Context: an optimization exercise on an open-source flow, tuned for small area, a short achievable clock period and few clock cycles. The choices shown serve that exercise and are no tape-out recipe. Function was checked by simulation only, so behaviour that the tests miss may differ from the original. Power is estimated from default activity; no workload was simulated.

`design/flow/run.sh`:
```
#!/bin/bash
# synth_recipe.tcl (not shown) runs the flow's synth.tcl, then flattens the netlist and writes it again
# the make line also repeats each setting of config.mk as NAME=value (left out here)
make -C /OpenROAD-flow-scripts/flow DESIGN_CONFIG=/design/flow/config.mk WORK_HOME=/design/flow/orfs CLKGATE_MAP_FILE= SYNTH_SCRIPT=/design/flow/synth_recipe.tcl finish
```
`design/flow/config.mk`:
```
export PLATFORM = sky130hd
export DESIGN_NAME = postfix_stack_evaluator_core
export DESIGN_NICKNAME = postfix_stack_evaluator_core
export VERILOG_FILES = /design/flow/design.v
export SDC_FILE = /design/flow/constraint.sdc
export NUM_CORES = 4
export LEC_CHECK = 0
export CAP_MARGIN = 20
export CORE_MARGIN = 2
export CORE_UTILIZATION = 40
export SLEW_MARGIN = 20
export SYNTH_MEMORY_MAX_BITS = 8192
```
`design/flow/constraint.sdc`:
```
create_clock -name core_clock -period 7.0 [get_ports {clk}]
set_input_delay 1.4000 -clock core_clock [delete_from_list [all_inputs] [get_ports {clk}]]
set_output_delay 1.4000 -clock core_clock [all_outputs]
set_load 0.01 [all_outputs]
```
`design/flow/design.v`:
```
package pse_pkg;
  localparam int STACK_DEPTH_DEF = 128;
  localparam int CMD_W     = 3;
  localparam int OPERAND_W = 16;
  localparam int VALUE_W   = 32;
  localparam int STATUS_W  = 3;
  localparam int DEPTH_W   = 8;
  localparam int S_DATA_W  = 24;
  localparam int M_DATA_W  = 48;
  localparam logic [CMD_W-1:0] CMD_PUSH = 3'd0;
  localparam logic [CMD_W-1:0] CMD_ADD  = 3'd1;
  localparam logic [CMD_W-1:0] CMD_SUB  = 3'd2;
  localparam logic [CMD_W-1:0] CMD_MUL  = 3'd3;
  localparam logic [CMD_W-1:0] CMD_DIV  = 3'd4;
  localparam logic [STATUS_W-1:0] ST_OK        = 3'd0;
  localparam logic [STATUS_W-1:0] ST_UNDERFLOW = 3'd1;
  localparam logic [STATUS_W-1:0] ST_OVERFLOW  = 3'd2;
  localparam logic [STATUS_W-1:0] ST_DIVZERO   = 3'd3;
  localparam logic [STATUS_W-1:0] ST_INVALID   = 3'd4;
  localparam logic [STATUS_W-1:0] ST_MALFORMED = 3'd5;
  typedef enum logic [1:0] {
    ALU_ADD,
    ALU_SUB,
    ALU_MUL,
    ALU_DIV
  } alu_op_t;
  typedef struct packed {
    logic    start;
    alu_op_t op;
  } alu_ctrl_t;
endpackage
module pse_ram #(
  parameter int WIDTH = 32,
  parameter int DEPTH = 128
) (
  input  logic                     clk,
  input  logic                     wr_en,
  input  logic [$clog2(DEPTH)-1:0] wr_addr,
  input  logic [WIDTH-1:0]         wr_data,
  input  logic                     rd_en,
  input  logic [$clog2(DEPTH)-1:0] rd_addr,
  output logic [WIDTH-1:0]         rd_data
);
  logic [WIDTH-1:0] mem [DEPTH];
  always_ff @(posedge clk) begin
    if (wr_en) begin
      mem[wr_addr] <= wr_data;
    end
    if (rd_en) begin
      rd_data <= mem[rd_addr];
    end
  end
endmodule
module pse_alu (
  input  logic                                clk,
  input  logic                                rst,
  input  pse_pkg::alu_ctrl_t                  ctrl,
  input  logic signed [pse_pkg::VALUE_W-1:0]  a,
  input  logic signed [pse_pkg::VALUE_W-1:0]  b,
  output logic                                done,
  output logic signed [pse_pkg::VALUE_W-1:0]  result
);
  localparam int MUL_STEPS = 32;
  localparam int DIV_STEPS = 48;
  localparam logic signed [31:0] SAT_MAX = 32'sh7FFF_FFFF;
  localparam logic signed [31:0] SAT_MIN = 32'sh8000_0000;
  typedef enum logic [2:0] {
    A_IDLE,
    A_ADD,
    A_MUL,
    A_MFIX,
    A_DIV,
    A_DFIX
  } state_t;
  state_t             state;
  pse_pkg::alu_op_t            op;
  logic signed [31:0] opa;
  logic signed [31:0] opb;
  logic               neg;
  logic [5:0]         cnt;
  logic [31:0]        hi;
  logic [31:0]        lo;
  logic [31:0]        mcand;
  logic [31:0]        rem;
  logic [47:0]        num;
  logic [31:0] mag_a;
  logic [31:0] mag_b;
  logic [33:0] x;
  logic [33:0] y;
  logic        sub;
  logic [33:0] sum;
  logic signed [31:0] add_sat;
  logic [63:0]        prod;
  logic signed [63:0] prod_sh;
  logic signed [31:0] mul_sat;
  logic [47:0]        quo_neg;
  logic signed [31:0] div_sat;
  assign mag_a = a[31] ? (~a + 32'd1) : a;
  assign mag_b = b[31] ? (~b + 32'd1) : b;
  always_comb begin
    x   = '0;
    y   = '0;
    sub = 1'b0;
    case (state)
      A_ADD: begin
        x   = {{2{opa[31]}}, opa};
        y   = {{2{opb[31]}}, opb};
        sub = (op == pse_pkg::ALU_SUB);
      end
      A_MUL: begin
        x = {2'b00, hi};
        y = lo[0] ? {2'b00, mcand} : '0;
      end
      A_DIV: begin
        x   = {1'b0, rem, num[47]};
        y   = {2'b00, mcand};
        sub = 1'b1;
      end
      default: begin
        x = '0;
      end
    endcase
  end
  assign sum = x + (sub ? ~y : y) + 34'(sub);
  assign add_sat = (sum[32] != sum[31]) ? (sum[32] ? SAT_MIN : SAT_MAX) : sum[31:0];
  assign prod    = neg ? (~{hi, lo} + 64'd1) : {hi, lo};
  assign prod_sh = $signed(prod) >>> 16;
  assign mul_sat = ((&prod_sh[63:31]) || !(|prod_sh[63:31])) ? prod_sh[31:0] :
                   (prod_sh[63] ? SAT_MIN : SAT_MAX);
  assign quo_neg = ~num + 48'd1;
  always_comb begin
    if (neg) begin
      div_sat = (num > 48'h0000_8000_0000) ? SAT_MIN : quo_neg[31:0];
    end else begin
      div_sat = (num > 48'h0000_7FFF_FFFF) ? SAT_MAX : num[31:0];
    end
  end
  always_ff @(posedge clk) begin
    if (rst) begin
      state <= A_IDLE;
      done  <= 1'b0;
    end else begin
      done <= 1'b0;
      case (state)
        A_IDLE: begin
          if (ctrl.start) begin
            opa   <= a;
            opb   <= b;
            op    <= ctrl.op;
            neg   <= a[31] ^ b[31];
            cnt   <= '0;
            mcand <= mag_b;
            case (ctrl.op)
              pse_pkg::ALU_MUL: begin
                hi    <= '0;
                lo    <= mag_a;
                state <= A_MUL;
              end
              pse_pkg::ALU_DIV: begin
                rem   <= '0;
                num   <= {mag_a, 16'd0};
                state <= A_DIV;
              end
              default: begin
                state <= A_ADD;
              end
            endcase
          end
        end
        A_ADD: begin
          result <= add_sat;
          done   <= 1'b1;
          state  <= A_IDLE;
        end
        A_MUL: begin
          hi  <= sum[32:1];
          lo  <= {sum[0], lo[31:1]};
          cnt <= cnt + 6'd1;
          if (cnt == 6'(MUL_STEPS - 1)) begin
            state <= A_MFIX;
          end
        end
        A_MFIX: begin
          result <= mul_sat;
          done   <= 1'b1;
          state  <= A_IDLE;
        end
        A_DIV: begin
          if (!sum[33]) begin
            rem <= sum[31:0];
          end else begin
            rem <= {rem[30:0], num[47]};
          end
          num <= {num[46:0], !sum[33]};
          cnt <= cnt + 6'd1;
          if (cnt == 6'(DIV_STEPS - 1)) begin
            state <= A_DFIX;
          end
        end
        A_DFIX: begin
          result <= div_sat;
          done   <= 1'b1;
          state  <= A_IDLE;
        end
        default: begin
          state <= A_IDLE;
        end
      endcase
    end
  end
endmodule
module postfix_stack_evaluator_core #(
  parameter int STACK_DEPTH = pse_pkg::STACK_DEPTH_DEF
) (
  input  logic                          clk,
  input  logic                          rst,
  input  logic                          s_tvalid,
  output logic                          s_tready,
  input  logic [pse_pkg::S_DATA_W-1:0]  s_tdata,    
  input  logic                          s_tlast,    
  output logic                          m_tvalid,
  input  logic                          m_tready,
  output logic [pse_pkg::M_DATA_W-1:0]  m_tdata,    
  output logic                          m_tlast     
);
  localparam int CW = $clog2(STACK_DEPTH + 1);
  localparam int AW = $clog2(STACK_DEPTH);
  typedef enum logic [2:0] {
    S_IDLE,
    S_EXEC,
    S_LOAD,
    S_CALC,
    S_FINISH
  } state_t;
  state_t                       state;
  logic [pse_pkg::CMD_W-1:0]             cmd_r;
  logic signed [pse_pkg::OPERAND_W-1:0]  operand_r;
  logic                         last_r;
  logic [CW-1:0]                count;
  logic [pse_pkg::VALUE_W-1:0]           tos;
  logic [pse_pkg::STATUS_W-1:0]          err_latch;
  logic [pse_pkg::VALUE_W-1:0]  value_o;
  logic [pse_pkg::STATUS_W-1:0] status_o;
  logic [pse_pkg::DEPTH_W-1:0]  depth_o;
  logic               wr_en;
  logic [AW-1:0]      wr_addr;
  logic [pse_pkg::VALUE_W-1:0] wr_data;
  logic               rd_en;
  logic [AW-1:0]      rd_addr;
  logic [pse_pkg::VALUE_W-1:0] rd_data;
  pse_pkg::alu_ctrl_t          alu_ctrl;
  logic               alu_done;
  logic [pse_pkg::VALUE_W-1:0] alu_result;
  logic               full;
  logic               ops_ok;
  logic               out_free;
  logic [pse_pkg::VALUE_W-1:0] push_val;
  logic [pse_pkg::STATUS_W-1:0] fin_status;
  logic [pse_pkg::VALUE_W-1:0]  fin_value;
  logic [pse_pkg::DEPTH_W-1:0]  fin_depth;
  function automatic logic [pse_pkg::STATUS_W-1:0] flag(input logic [pse_pkg::STATUS_W-1:0] cur,
                                               input logic [pse_pkg::STATUS_W-1:0] code);
    flag = (cur == pse_pkg::ST_OK) ? code : cur;
  endfunction
  assign s_tready = (state == S_IDLE);
  assign m_tdata  = {5'd0, depth_o, status_o, value_o};
  assign full     = (count == CW'(STACK_DEPTH));
  assign ops_ok   = (count >= CW'(2));
  assign out_free = !m_tvalid || m_tready;
  assign push_val = {operand_r, 16'd0};
  always_comb begin
    wr_en   = ((state == S_EXEC) && (cmd_r == pse_pkg::CMD_PUSH) && !full) ||
              ((state == S_CALC) && alu_done);
    wr_addr = (state == S_EXEC) ? AW'(count) : AW'(count - CW'(2));
    wr_data = (state == S_EXEC) ? push_val : alu_result;
    rd_en   = (state == S_EXEC);
    rd_addr = AW'(count - CW'(2));
  end
  always_comb begin
    alu_ctrl.start = (state == S_LOAD);
    case (cmd_r)
      pse_pkg::CMD_SUB: alu_ctrl.op = pse_pkg::ALU_SUB;
      pse_pkg::CMD_MUL: alu_ctrl.op = pse_pkg::ALU_MUL;
      pse_pkg::CMD_DIV: alu_ctrl.op = pse_pkg::ALU_DIV;
      default: alu_ctrl.op = pse_pkg::ALU_ADD;
    endcase
  end
  always_comb begin
    if (last_r) begin
      fin_status = ((err_latch == pse_pkg::ST_OK) && (count != CW'(1))) ? pse_pkg::ST_MALFORMED : err_latch;
      fin_value  = (fin_status == pse_pkg::ST_OK) ? tos : '0;
      fin_depth  = '0;
    end else begin
      fin_status = err_latch;
      fin_value  = (count != '0) ? tos : '0;
      fin_depth  = pse_pkg::DEPTH_W'(count);
    end
  end
  pse_ram #(
    .WIDTH (pse_pkg::VALUE_W),
    .DEPTH (STACK_DEPTH)
  ) u_stack (
    .clk     (clk),
    .wr_en   (wr_en),
    .wr_addr (wr_addr),
    .wr_data (wr_data),
    .rd_en   (rd_en),
    .rd_addr (rd_addr),
    .rd_data (rd_data)
  );
  pse_alu u_alu (
    .clk    (clk),
    .rst    (rst),
    .ctrl   (alu_ctrl),
    .a      (rd_data),
    .b      (tos),
    .done   (alu_done),
    .result (alu_result)
  );
  always_ff @(posedge clk) begin
    if (rst) begin
      state     <= S_IDLE;
      count     <= '0;
      err_latch <= pse_pkg::ST_OK;
      m_tvalid  <= 1'b0;
    end else begin
      if (m_tvalid && m_tready && (state != S_FINISH)) begin
        m_tvalid <= 1'b0;
      end
      case (state)
        S_IDLE: begin
          if (s_tvalid) begin
            cmd_r     <= s_tdata[2:0];
            operand_r <= s_tdata[18:3];
            last_r    <= s_tlast;
            state     <= S_EXEC;
          end
        end
        S_EXEC: begin
          state <= S_FINISH;
          case (cmd_r)
            pse_pkg::CMD_PUSH: begin
              if (full) begin
                err_latch <= flag(err_latch, pse_pkg::ST_OVERFLOW);
              end else begin
                tos   <= push_val;
                count <= count + CW'(1);
              end
            end
            pse_pkg::CMD_ADD, pse_pkg::CMD_SUB, pse_pkg::CMD_MUL, pse_pkg::CMD_DIV: begin
              if (!ops_ok) begin
                err_latch <= flag(err_latch, pse_pkg::ST_UNDERFLOW);
              end else if ((cmd_r == pse_pkg::CMD_DIV) && (tos == '0)) begin
                err_latch <= flag(err_latch, pse_pkg::ST_DIVZERO);
              end else begin
                state <= S_LOAD;
              end
            end
            default: begin
              err_latch <= flag(err_latch, pse_pkg::ST_INVALID);
            end
          endcase
        end
        S_LOAD: begin
          state <= S_CALC;
        end
        S_CALC: begin
          if (alu_done) begin
            tos   <= alu_result;
            count <= count - CW'(1);
            state <= S_FINISH;
          end
        end
        S_FINISH: begin
          if (out_free) begin
            m_tvalid <= 1'b1;
            value_o  <= fin_value;
            status_o <= fin_status;
            depth_o  <= fin_depth;
            m_tlast  <= last_r;
            if (last_r) begin
              count     <= '0;
              err_latch <= pse_pkg::ST_OK;
            end
            state <= S_IDLE;
          end
        end
        default: begin
          state <= S_IDLE;
        end
      endcase
    end
  end
endmodule
```
==> results.txt <==
==> worst max-delay path by stage <==
stage,from,to,slack (ns)
finish,u_alu.state[0],u_alu.result[2],1.07
global route,u_alu.state[0],u_alu.result[19],0.79
CTS,count[1],u_stack.mem[21][15],1.23
detailed placement,count[1],u_stack.mem[21][13],1.25
global placement,count[1],u_stack.mem[21][13],1.28
floorplan,rst,u_alu.num[0],0.44
==> synthesized netlist by cell type, types with 57 or more instances <==
master    instances  area share
and2_1           65      0.0023
nor2_1          343      0.0072
xor2_1           57      0.0028
mux4_2         1280        0.16
nand3_1          84      0.0023
buf_1           126      0.0026
mux2i_1          72      0.0040
mux2_2           64      0.0040
xnor2_1         117      0.0057
o21ai_0         188      0.0052
clkbuf_1        336      0.0070
edfxtp_1       4504        0.75
nand2_1         345      0.0072
a22oi_1          65      0.0027
a21oi_1         178      0.0050
==> cells by family after synthesis <==
group	after synthesis	share of synthesized area
other cells	1	0.0000209
xor+xnor	174	0.00849
mux	1416	0.169
compound gates	686	0.0240
flops	4523	0.756
simple gates	1102	0.0286
fa+ha+maj	45	0.00317
buf+inv	515	0.0110
==> per-layer routing <==
layer  routed length, microns  part of all wire  vias to the layer above
li1                         -                 -                    36279
met1                   195000              0.41                    47873
met2                   223000              0.47                     3948
met3                    39000             0.082                      725
met4                    20500             0.043                        4
met5                       22          0.000046                        -
==> power groups by stage <==
| stage | registers (uW) | clock network (uW) | logic (uW) |
|---|---|---|---|
| 6_report | 29700 | 24000 | 893 |
| 2_1_floorplan | 30300 | 0 | 466 |
| 4_1_cts | 29700 | 24400 | 893 |
| 5_1_grt | 29700 | 25400 | 946 |
| 3_3_place_gp | 30300 | 0 | 852 |
| 3_5_place_dp | 30300 | 0 | 893 |
==> worst reg2reg max path: stages, from the launching register on <==
cell,delay (ns)
dfxtp_1,0.74
and3b_1,0.27
o311ai_0,0.54
o22a_1,0.47
inv_1,0.12
fa_1,0.47
nand2b_1,0.20
a21oi_1,0.29
o2111ai_1,0.25
a31oi_1,0.31
o22ai_1,0.16
buf_4,0.18
o21ai_0,0.21
xor2_1,0.47
a21oi_1,0.14
buf_4,0.25
a22oi_4,0.18
o2111ai_1,0.34
==> final cells by class <==
class,count,area [sq um],share of cell area
antenna,8,20.0,0.0000977
tap,5928,7420,0.0362
timing repair buffer,408,3810,0.0186
multi-input combinational,3428,43200,0.211
sequential,4523,136000,0.662
clock buffer,540,11800,0.0577
clock inverter,300,2830,0.0138
inverter,41,154,0.000751
==> stage by stage <==
| step | hold WS, ns | utilization | setup WS (ns) | instance area, sq um |
|---|---|---|---|---|
| after floorplan | 0.426 | - | 0.444 | 179000 |
| after global placement | 0.472 | 0.426 | 1.28 | 190000 |
| final | 0.480 | 0.459 | 1.07 | 205000 |
| after global routing | 0.481 | 0.459 | 0.794 | 205000 |
| after detailed placement | 0.480 | 0.426 | 1.25 | 190000 |
| after CTS | 0.473 | 0.459 | 1.23 | 205000 |
==> sequential cells by signal, indices dropped and copies added, names as in the netlist, 2 cells and up <==
| signal | cells |
|---|---|
| status_o | 3 |
| u_alu.num | 48 |
| u_alu.mcand | 31 |
| err_latch | 3 |
| operand_r | 16 |
| value_o | 32 |
| u_alu.rem | 32 |
| u_alu.state | 3 |
| cmd_r | 3 |
| u_stack.rd_data | 32 |
| u_alu.result | 32 |
| state | 3 |
| count | 8 |
| u_alu.cnt | 6 |
| u_stack.mem | 4096 |
| tos | 32 |
| depth_o | 8 |
| u_alu.opb | 32 |
| u_alu.opa | 32 |
| u_alu.op | 2 |
| u_alu.lo | 32 |
| u_alu.hi | 32 |
==> flow_metrics.py <==
metrics = {
    "detailed_routing": {
        "first_pass_iters": 6,
        "wl_per_cell_microns": 31.5,
        "drt_iter0_drc": 11491,
        "drt-vias-per-instance": 5.85,
        "drc": 0,
        "via_count": 88829,
        "postRouteAntennaNets": 0,
        "wirelength_mm": 478,
    },
    "sta": {
        "fin_worst_skew_ns": 0.0670,
        "setup_viol": 0,
        "maxClockFrequency_mhz": 169,
        "fin_crit_sh": 0.848,
        "rsz0062_at_grt": "no",
        "final_max_slew_viol_count": 0,
        "finalHoldViolations": 0,
        "maxSlewHeadroom": 0.201,
        "period_minus_slack_ns": 5.93,
        "fin_setup_tns_ns": 0,
        "worst_pin_slew_ns": 1.19,
    },
    "clock_tree": {
        "cts_tree": "yes",
        "clkTransAtPathRegs_ns": 0.06,
        "h-tree-depth": 5,
        "cts_buffers": 454,
        "ctsHoldBuffers": 0,
        "cts_max_path_buffers": 4,
        "ctsResizeCount": 0,
        "cts_root_buf": "clkbuf_16",
        "clkLatencyLatePin_ns": 1.00,
        "clock_sinks": 4523,
        "cts_setup_buffers": 0,
    },
    "hold_path": {
        "hp-start": "u_stack.rd_data[13]",
        "hold_end": "u_alu.opa[13]",
        "whs_path_depth": 0,
        "min_path_type": "flop to flop",
    },
    "synth": {
        "syn_avg_cell_area_sq_um": 21.2,
        "ys.warnings.count": 3,
        "synth_flop_cell": "edfxtp_1",
        "synthArstFlopShare": 0,
        "ys_seq_area_frac": 0.756,
        "yosys.cell_types.count": 84,
        "netlist_area_sq_mm": 0.179,
        "synth_seq_cells": 4523,
        "syn_inst": 8462,
        "synth_edf_count": 4504,
    },
    "setup_path": {
        "cp-start-kind": "flop",
        "critical_path_depth": 17,
        "critical_path_class": "flop to flop",
        "crit_family": "compound AO/OA/AOI/OAI gates",
        "crit_buf_inv": 3,
        "r2r_cells": 17,
        "crit_path_end_kind": "flop",
        "r2r-start": "u_alu.state[0]",
        "crit_chain": "and3b_1 -> o311ai_0 -> o22a_1 -> inv_1 -> fa_1 -> nand2b_1 -> a21oi_1 -> o2111ai_1 -> a31oi_1 -> o22ai_1 -> buf_4 -> o21ai_0 -> xor2_1 -> a21oi_1 -> buf_4 -> a22oi_4 -> o2111ai_1",
        "ff2ff_setup_slack_ns": 1.07,
        "slowest_delay_ns": 0.74,
        "r2r-end": "u_alu.result[2]",
        "cp_max_fo": 19,
        "arrival_ns": 6.56,
        "worstPathRequired_ns": 7.63,
        "cp_slowest_cell": "dfxtp_1",
    },
    "pwr": {
        "pwr_density_cell_mw_per_mm2": 267,
        "switching_share": 0.202,
        "pwr-share-clk": 0.439,
        "seq_power_share": 0.544,
        "comb_power_share": 0.016,
        "intPower_uw": 43600,
        "ir_worst_vdd_v": 0.000239,
        "p_sw_uw": 11000,
        "p_leak_uw": 0.0616,
        "power.total_uw": 54600,
    },
    "cells_and_area": {
        "final_common_cell": "edfxtp_1",
        "fillers": 36803,
        "syn_to_final_growth_pct": 14.2,
        "stdcell_count": 15176,
        "layout_common_cells": "edfxtp_1 (4,504), mux4_2 (1,280), clkbuf_16 (461), nand2_1 (322), buf_4 (293)",
        "final_nets": 8929,
        "layout-drive-gt1-share": 0.275,
    },
    "grt": {
        "gr-usage-met1": 0.295,
        "antenna_found_initial": 36,
        "grt_pass1_vias": 88937,
        "grt_max_degree": 135,
        "met3_usage": 0.0318,
        "grt_pass1_wl_mm": 672,
        "gr-usage-met2": 0.324,
        "grtUsageTotal": 0.207,
        "grt_overflow": 0,
        "busiest_layer": "met2",
    },
    "job": {
        "drv_cap": 0,
    },
    "floorplan": {
        "initial_utilization": 0.402,
        "die_x_microns": 674,
        "rows": 245,
        "die_h_microns": 674,
        "core-area_sq_mm": 0.446,
        "ios": 80,
        "dieArea_sq_mm": 0.454,
    },
    "place": {
        "dpl.hpwl_mm": 278,
        "numPortBuffers": 69,
        "globalplace.congestion": 0.913,
        "dp.cells": 14325,
    },
    "run_status": {
        "status": "timing/DRC/antenna clean",
    },
}
Testbench counts, summed over its fixed seeds: cycles 135,588.

[afterwards: timing with drivers on the ports]
Ports are ideal in the flow. The routed layout listed here was re-timed in OpenROAD.
Step 1 sets driving cells, clkbuf_16 on the clock port and buf_2 on the other inputs (assumed; they add their load-dependent delay and slew).
Step 2 moves the port delays by t, midway between the first and last clock arrival at a register: inputs arrive t later, outputs are due t later. That takes back most of the time a late clock gives input paths.
Slacks: ideal / step 1 / step 2; pairs: ideal / step 1.
t (ns): 1.079
slack for setup (ns): 1.067 / 1.067 / 1.067
latest minus earliest clock arrival (ns): 0.068 / 0.068
After both steps setup and hold are still met in this run. For this run, drivers alone change the setup slack by 0.000 ns; drivers and shift together by 0.000 ns.
